This is an optimization exercise on Yosys and OpenROAD, whose aim is small area and few clock cycles per item, not a production implementation. Function was checked by simulation only, so behaviour that the tests miss may differ from the original.

## trial 41
## posture_deviation_dwell_detector_unit
module posture_deviation_dwell_detector_unit
(
    input  logic                               clk,
    input  logic                               rst_n,
    input  logic                               psel,
    input  logic                               penable,
    input  logic                               pwrite,
    input  logic [pdd_pkg::ADDR_W-1:0]         paddr,
    input  logic [pdd_pkg::WORD_W-1:0]         pwdata,
    output logic [pdd_pkg::WORD_W-1:0]         prdata,
    output logic                               pready,
    input  logic                               in_valid,
    output logic                               in_ready,
    input  logic [1:0]                         opcode,
    input  logic signed [pdd_pkg::PITCH_W-1:0] pitch_x10,
    input  logic [pdd_pkg::WORD_W-1:0]         now_ms,
    output logic                               out_valid,
    input  logic                               out_ready,
    output logic [1:0]                         posture,
    output logic signed [pdd_pkg::DEV_W-1:0]   deviation_x10,
  ...
For scale: ~320 I/O pins, roughly 0.017 mm2 of cells after synthesis.
export LEC_CHECK = 0
export ABC_AREA = 1
export CAP_MARGIN = 20
export CORE_MARGIN = 2
export CORE_UTILIZATION = 60
export CTS_BUF_LIST = sky130_fd_sc_hd__clkbuf_8
export CTS_CLUSTER_DIAMETER = 60
export CTS_CLUSTER_SIZE = 12
export GPL_TIMING_DRIVEN = 0
export SLEW_MARGIN = 20
create_clock -name core_clock -period 14.0 [get_ports {clk}]
standard.sh (not shown) runs the stock make flow with config.mk's settings and CLKGATE_MAP_FILE= SYNTH_SCRIPT=/design/flow/synth_recipe.tcl, a recipe that flattens the netlist after the stock synthesis.
==> flow/flow/run.sh <==
#!/bin/bash
# Layout flow: the standard flow (standard.sh), with one added step.
#  1. the standard synthesis, unchanged (standard.sh synth).
#  2. The logic between the flip-flops of its netlist is remapped by ABC for
#     area (area.abc, two rounds of area mapping). The flip-flops are kept as black boxes, so they keep
#     their names and cell types; then ORFS's own closing synthesis steps
#     (splitnets, tie cells, pass-through buffers) are repeated.
#  3. the standard flow continues from that netlist to the final layout,
#     with the port buffers made as the smallest plain buffer, buf_1.
# Each tool's full output goes to a log file of its own in this folder.
set -euo pipefail
HERE=$(pwd)
RES=$HERE/orfs/results/$FLOW_PLATFORM/posture_deviation_dwell_detector_unit/base
LIB=$FLOW_HOME/platforms/sky130hd/lib/sky130_fd_sc_hd__tt_025C_1v80.lib
export BUFFER_PORTS_ARGS="-buffer_cell sky130_fd_sc_hd__buf_1"

bash standard.sh synth > standard_synth.log 2>&1

cp $RES/1_2_yosys.v $HERE/synth_standard.v
python3 flow/cells_gen.py $HERE/synth_standard.v $HERE/cells.v > cells_gen.log 2>&1
DONT_USE=$(grep -o -- '-dont_use [A-Za-z0-9_]*' orfs/logs/$FLOW_PLATFORM/posture_deviation_dwell_detector_unit/base/1_2_yosys.log | sort -u | tr '\n' ' ')
cat > remap.ys <<EOS
read_verilog $HERE/cells.v
read_verilog $HERE/synth_standard.v
hierarchy -check -top $FLOW_TOP
flatten
rename -hide w:* i:* o:* %u %d
techmap
opt -purge
abc -liberty $LIB $DONT_USE -script $HERE/flow/area.abc
delete A:blackbox
delete sky130_fd_sc_hd__*
read_liberty -lib $LIB
splitnets
opt_clean -purge
hilomap -singleton -hicell sky130_fd_sc_hd__conb_1 HI -locell sky130_fd_sc_hd__conb_1 LO
insbuf -buf sky130_fd_sc_hd__buf_4 A X
rename -hide w:* i:* o:* %u %d
opt_clean -purge
tee -o $HERE/remap_stat.txt stat -liberty $LIB
check -assert -mapped
write_verilog -noattr -nohex -nodec $HERE/synth_remap.v
EOS
yosys -s remap.ys > remap.log 2>&1

cp $HERE/synth_remap.v $RES/1_2_yosys.v
rm -f $RES/1_synth.odb
bash standard.sh > standard.log 2>&1
Other scripts of this flow, unchanged in this note and not shown: flow/flow/area.abc, flow/flow/cells_gen.py
Trial 41 reached the end of the flow, and the finished layout is clean on the timing, DRC and antenna checks.
Testbench counts of trial 41, summed over its fixed seeds: cycles 24,070, items 24,000.
[inputs] trial 67 vs trial 41
diff --git a/flow/design.v b/flow/design.v
--- a/flow/design.v
+++ b/flow/design.v
@@ -205,21 +205,21 @@
     logic [pdd_pkg::CNT_W-1:0]          dwell_inc;
     logic [pdd_pkg::CNT_W-1:0]          above_inc;
     logic [pdd_pkg::CNT_W-1:0]          below_inc;
     logic                               enter, leave, mark;
     logic [15:0]                        sustain_ms;
     logic [pdd_pkg::WORD_W-1:0]         diff;
     logic [pdd_pkg::WORD_W:0]           diff_c;
     logic                               short_dur;
     logic [BLK-1:0]                     q_blk;
     logic [6:0]                         rem_blk;
-    logic                               hi_gt, hi_eq, ev_done;
+    logic                               hi_gt, hi_eq;
     logic [BLK-1:0]                     longest_lo;
     logic [pdd_pkg::DUR_W-1:0]          dur;
     logic [pdd_pkg::DUR_W-1:0]          longest_cur;
     logic [pdd_pkg::WORD_W:0]           seconds_inc;
     logic [pdd_pkg::WORD_W:0]           since_inc;
     logic                               tick_acc, clear_acc;
     logic [pdd_pkg::CFG_W-1:0]          slouch_add;
     assign in_ready = (busy_reg == 2'd0) && (!out_valid_reg || out_ready);
     assign accept   = in_valid && in_ready;
     assign is_tick  = (opcode == pdd_pkg::OP_TICK);
@@ -260,34 +260,33 @@
             s        = pdd_pkg::div125_step(rem_blk, dq_sh_reg[2 * BLK + i]);
             q_blk[i] = s[7];
             rem_blk  = s[6:0];
         end
     end
     assign hi_gt = dq_sh_reg[HIW-1:0] > longest_reg[pdd_pkg::DUR_W-1:BLK];
     assign hi_eq = dq_sh_reg[HIW-1:0] == longest_reg[pdd_pkg::DUR_W-1:BLK];
     always_comb
     begin
         logic qbig, eq, qb, lb;
-        qbig = ev_done && hi_gt;
-        eq   = ev_done && hi_eq;
+        qbig = ev_reg && hi_gt;
+        eq   = ev_reg && hi_eq;
         for (int i = BLK - 1; i >= 0; i--)
         begin
             qb            = q_blk[i];
             lb            = longest_reg[i];
             longest_lo[i] = qbig ? qb : (eq ? (qb || lb) : lb);
             qbig          = qbig || (eq && qb && !lb);
             eq            = eq && (qb == lb);
         end
     end
-    assign ev_done     = ev_reg && (busy_reg == 2'd0);
     assign dur         = {dq_sh_reg[HIW-1:0], q_blk};
-    assign longest_cur = {(ev_done && hi_gt) ? dq_sh_reg[HIW-1:0]
+    assign longest_cur = {(ev_reg && hi_gt) ? dq_sh_reg[HIW-1:0]
                                             : longest_reg[pdd_pkg::DUR_W-1:BLK],
                           longest_lo};
     always_ff @(posedge clk or negedge rst_n)
     begin
         if (!rst_n)
         begin
             out_valid_reg <= 1'b0;
             busy_reg      <= 2'd0;
         end
         else if (busy_reg != 2'd0)
@@ -302,27 +301,29 @@
         end
     end
     always_ff @(posedge clk or negedge rst_n)
     begin
         if (!rst_n)
         begin
             posture_reg     <= pdd_pkg::POSTURE_UNKNOWN;
             baseline_reg    <= '0;
             calibrated_reg  <= 1'b0;
             dwell_reg       <= '0;
+            longest_reg     <= '0;
             mark_zero_reg   <= 1'b1;
             mark_above_reg  <= 1'b0;
             ev_reg          <= 1'b0;
         end
         else if (accept)
         begin
             ev_reg      <= leave;
+            longest_reg <= is_clear ? '0 : longest_cur;
             if (is_tick)
             begin
                 if (mark)
                 begin
                     mark_zero_reg  <= seconds_inc[pdd_pkg::WORD_W];
                     mark_above_reg <= 1'b0;
                 end
                 else
                 begin
                     if (seconds_inc[pdd_pkg::WORD_W])
@@ -379,28 +380,26 @@
             end
         end
     end
     always_ff @(posedge clk or negedge rst_n)
     begin
         if (!rst_n)
         begin
             seconds_reg  <= '0;
             sessions_reg <= '0;
             slouch_reg   <= '0;
-            longest_reg  <= '0;
         end
         else
         begin
             seconds_reg  <= seconds_inc[pdd_pkg::WORD_W-1:0];
             sessions_reg <= clear_acc ? '0 : sessions_reg + {31'd0, accept && enter};
             slouch_reg   <= clear_acc ? '0 : slouch_reg + {26'd0, slouch_add};
-            longest_reg  <= clear_acc ? '0 : longest_cur;
         end
     end
     always_ff @(posedge clk)
     begin
         since_reg <= (tick_acc && mark) ? '0 : since_inc[pdd_pkg::WORD_W-1:0];
     end
     always_ff @(posedge clk)
     begin
         if (accept)
         begin
From trial 41 to trial 67 the numbers moved as follows: fmax shows a reduction of about 0.5%; die span in x shows no meaningful change; area of all placed cells without fillers shows no meaningful change. Changes observed in trial 67 relative to trial 41: routed wire length grew by about 0.6%, global-route wire length before repair now smaller, synthesized cell count saw a decrease. The period utilization of trial 67 is higher than that of trial 41. Fraction of area in clock buffers and inverters: trial 41 vs trial 67, no meaningful difference.
Testbench counts of trial 67, summed over its fixed seeds: cycles 24,070, items 24,000.

posture_deviation_dwell_detector_unit, a different RTL version from the one above (not shown whole).
Size: about 290 flip-flops.
make LEC_CHECK=0 CAP_MARGIN=20 CORE_MARGIN=2 CORE_UTILIZATION=40 SLEW_MARGIN=20 finish   # period 14.0 ns
run.sh (not shown) runs the stock make flow with config.mk's settings and CLKGATE_MAP_FILE= SYNTH_SCRIPT=/design/flow/synth_recipe.tcl, a recipe that flattens the netlist after the stock synthesis.
Stock flow here: none of the scripts above is used.
Testbench counts at the start, summed over its fixed seeds: cycles 24,016, items 24,000.
Next try:
--- a/flow/design.v
+++ b/flow/design.v
@@ -9,7 +9,7 @@
     localparam int DUR_W      = 23;
     localparam int ADDR_W     = 5;
     localparam int IDX_W      = 3;
-    localparam int DIV_SPLIT  = 14;
+    localparam int DIV_SPLIT  = 16;
     localparam int DIV_LO     = DUR_W - DIV_SPLIT;
     localparam logic [CFG_W-1:0]   CFG_MIN       = 6'd1;
     localparam logic [CFG_W-1:0]   CFG_MAX       = 6'd60;
Now the flow ran to the end with violations: negative setup slack.
Worst hold slack loses 7.0 ps.
Via count grows by 2.7%.
Fmax shrinks by 14%.
Global-route usage grows by 1.5 points.
Synthesized cell count grows by 1.2%.
Clock-buffer cell count grows by 3.
Worst setup slack loses 2100 ps.
Cell count grows by 3.4%.
Final area grows by 2.8%.
Testbench counts after the change, summed over its fixed seeds: cycles 24,016, items 24,000.

==> re-timing with driven ports <==
The flow's constraints put no driver on any port. The routed layouts listed below were extracted and timed again, unchanged, in two steps. Step 1, drivers: a clkbuf_16 drives clk and a buf_2 each remaining input, both assumed. Step 2 moves the port delays by t, midway between the first and last clock arrival at a register: inputs arrive t later, outputs are due t later. That takes back most of the time a late clock gives input paths. Three values: no drivers, after step 1, after step 2; two values: the first two.
run	t (ns)	setup WS [ns]	pins driven straight from the clock port
trial 41	0.629	0.810 / 0.765 / 0.753	1
trial 67	0.651	0.743 / 0.692 / 0.514	1
the first run of note 2	0.633	0.455 / 0.418 / -0.151	1
the second run of note 2	0.619	-1.694 / -1.691 / -2.310	1
With both steps, setup timing fails in the first run of note 2, where it was met with ideal ports. For the second run of note 2, which loses most, drivers alone change the setup slack by +0.003 ns; drivers and shift together by -0.616 ns.
